Background: an optimization exercise with open tools, aiming at small area and a short achievable clock period. Do not read the settings as production practice. The RTL was checked by simulation tests, not by an equivalence proof against the original design.

## enigma_ir_top
module enigma_ir_top (
  input  logic        clk_100_passthrough,
  input  logic        rst_n,
  input  logic        ir_line,
  input  logic        rotor_load,
  input  logic [14:0] rotor_start,
  input  logic [9:0]  rd_addr,
  output logic        cipher_valid,
  output logic [4:0]  cipher_letter,
  output logic        err_valid,
  output logic [1:0]  err_code,
  output logic [10:0] letter_count,
  output logic [4:0]  rd_data
);
Size: about 4400 cells after synthesis, roughly 54 I/O pins, roughly 59000 um2 of cells after synthesis.
clock: 27.0 ns
lec_check: 0
cap_margin: 20
core_margin: 2
core_utilization: 40
slew_margin: 20
synth_memory_max_bits: 8192
standard.sh (not shown) runs the stock make flow with config.mk's settings and CLKGATE_MAP_FILE= SYNTH_SCRIPT=/design/flow/synth_recipe.tcl, a recipe that flattens the netlist after the stock synthesis.
==> flow/flow/run.sh <==
#!/bin/bash
# The standard layout (the standard.sh: ORFS with the standard synthesis
# and the design's SDC unchanged), with two changes to how it is built:
# - repair_timing keeps improving the slowest paths until they have
#   SETUP_SLACK_MARGIN of slack at the design's clock period;
# - clock tree synthesis clusters the flip-flops into groups of up to 10
#   within 50 um, each driven by a clkbuf_8, under a clkbuf_16 tree.
# make's own output goes to standard_finish.log; each ORFS step logs to
# orfs/logs/.
set -euo pipefail
MARGIN=18.6
CTS="-sink_clustering_enable -repair_clock_nets"
CTS="$CTS -sink_clustering_buffer sky130_fd_sc_hd__clkbuf_8"
CTS="$CTS -sink_clustering_size 10 -sink_clustering_max_diameter 50"
CTS="$CTS -tree_buf sky130_fd_sc_hd__clkbuf_16 -root_buf sky130_fd_sc_hd__clkbuf_16"
bash standard.sh SETUP_SLACK_MARGIN=$MARGIN "CTS_ARGS=$CTS" finish > standard_finish.log 2>&1
test -f out/final.def
Change:
Settings changed: TNS_END_PERCENT from default to 20.
Outcome:
- The new run produced a clean layout
- die area is unchanged
- worst hold slack got worse by 0.024 ns
- utilization hardly moves
- setup slack got worse by 0.12 ns
- wire length went down slightly
Change:
--- a/flow/flow/run.sh
+++ b/flow/flow/run.sh
@@ -9,5 +9,5 @@
 # orfs/logs/.
 set -euo pipefail
-MARGIN=18.6
+MARGIN=19.3
 CTS="-sink_clustering_enable -repair_clock_nets"
 CTS="$CTS -sink_clustering_buffer sky130_fd_sc_hd__clkbuf_8"
Settings changed: TNS_END_PERCENT 20 to default.
Effect: Flip-flop and latch count is unchanged. Worst setup slack improves by 0.47 ns. Synthesized cell count does not change. Register-to-register slack gets better by 0.37 ns. Cell area came out higher by a few percent. Global-route usage climbs by 1.2 points. Via count went up by a few percent.
Change:
--- a/flow/flow/run.sh
+++ b/flow/flow/run.sh
@@ -9,5 +9,5 @@
 # orfs/logs/.
 set -euo pipefail
-MARGIN=19.3
+MARGIN=19
 CTS="-sink_clustering_enable -repair_clock_nets"
 CTS="$CTS -sink_clustering_buffer sky130_fd_sc_hd__clkbuf_8"
=>
- The new run ran to the end with no violations
- final cell count came out lower by 0.69%
- hold slack hardly moves
- clock skew stays flat
- non-clock buffer count came out lower by 57
Change:
==> flow/run.sh (new file) <==
#!/bin/bash
# synth_recipe.tcl (not shown) runs the flow's synth.tcl, then flattens the netlist and writes it again
# the make line also repeats each setting of config.mk as NAME=value (left out here)
make -C /OpenROAD-flow-scripts/flow DESIGN_CONFIG=/design/flow/config.mk WORK_HOME=/design/flow/orfs CLKGATE_MAP_FILE= SYNTH_SCRIPT=/design/flow/synth_recipe.tcl finish
removed: flow/flow/run.sh
removed: flow/standard.sh
Critical path depth grows by 21. Hold slack got worse by 0.0037 ns. Wire length fell by 4.5%. Synthesized cell count is unchanged. Sequential share of layout area rose by 1.5 points. Maximum frequency drops by 24%. First-iteration DRC count climbs by 2.3%.

========
## before
Starting RTL as in the previous note.
export LEC_CHECK = 0
export CAP_MARGIN = 20
export CORE_MARGIN = 2
export CORE_UTILIZATION = 40
export SLEW_MARGIN = 20
export SYNTH_MEMORY_MAX_BITS = 8192
create_clock -name core_clock -period 27.0 [get_ports {clk_100_passthrough}]
==> flow/flow/run.sh <==
#!/bin/bash
# The standard layout (the standard.sh: ORFS with the standard synthesis),
# with the design's SDC unchanged. Only the repair steps aim further: the
# setup margin makes repair_timing keep improving the slowest paths until
# they have this much slack at the design's clock period.
set -euo pipefail
MARGIN=19
bash standard.sh SETUP_SLACK_MARGIN=$MARGIN finish > standard_finish.log 2>&1
test -f out/final.def
before went all the way through the flow, and no timing, DRC or antenna check failed.
## Diff of input files: after against before
==> flow/flow/run.sh <==
#!/bin/bash
# The standard layout (the standard.sh: ORFS with the standard synthesis
# and the design's SDC unchanged), except that repair_timing keeps
# improving the slowest paths until they have SETUP_SLACK_MARGIN of slack at
# the design's clock period. make's own output goes to
# standard_finish.log; each ORFS step logs to orfs/logs/.
set -euo pipefail
MARGIN=18.6
bash standard.sh SETUP_SLACK_MARGIN=$MARGIN finish > standard_finish.log 2>&1
test -f out/final.def
Results
Number of placed instances with taps included across before and after: no real change.
On sequential share of cell area: between before and after, it ends up lower for before.
Sort before and after by number of global-route vias before repair, descending, and before comes first.

-- re-timing with driven ports --
The results above use ideal ports. As a check the final layouts listed here were re-extracted and re-timed, cells and wires unchanged. Step 1: set_driving_cell puts a clkbuf_16 on clk_100_passthrough and a buf_2 on each other input, an assumption about the parent block. Step 2, shift: input delay + t, output delay - t, t = (earliest + latest rising clock arrival at the registers) / 2. This alone moves slack from input paths to output paths. Three values: ideal ports, drivers, drivers and shift; two values: the first two.
run | shift t [ns] | setup slack, ns | hold WS [ns] | slew at the worst register clock pin (ns) | worst slew at a driven data input, ns
the first run of note 1 | 0.871 | 18.416 / 18.471 / 17.601 | 0.362 / 0.362 / 0.362 | 0.09 / 0.09 | 0.05
the second run of note 1 | 0.870 | 18.299 / 18.364 / 17.494 | 0.339 / 0.339 / 0.339 | 0.08 / 0.08 | 0.05
the third run of note 1 | 0.877 | 18.769 / 18.758 / 17.881 | 0.349 / 0.349 / 0.349 | 0.09 / 0.09 | 0.22
the fourth run of note 1 | 0.883 | 18.590 / 18.657 / 17.773 | 0.351 / 0.351 / 0.351 | 0.09 / 0.09 | 0.07
the fifth run of note 1 | 0.884 | 15.907 / 15.907 / 15.907 | 0.347 / 0.347 / 0.347 | 0.07 / 0.07 | 0.05
before | 0.886 | 18.658 / 18.718 / 17.832 | 0.349 / 0.349 / 0.349 | 0.07 / 0.07 | 0.08
after | 0.894 | 18.353 / 18.392 / 17.498 | 0.360 / 0.360 / 0.360 | 0.07 / 0.07 | 0.05
After both steps setup and hold are still met in every run listed. For the third run of note 1, which loses most, drivers alone change the setup slack by -0.011 ns; drivers and shift together by -0.888 ns.
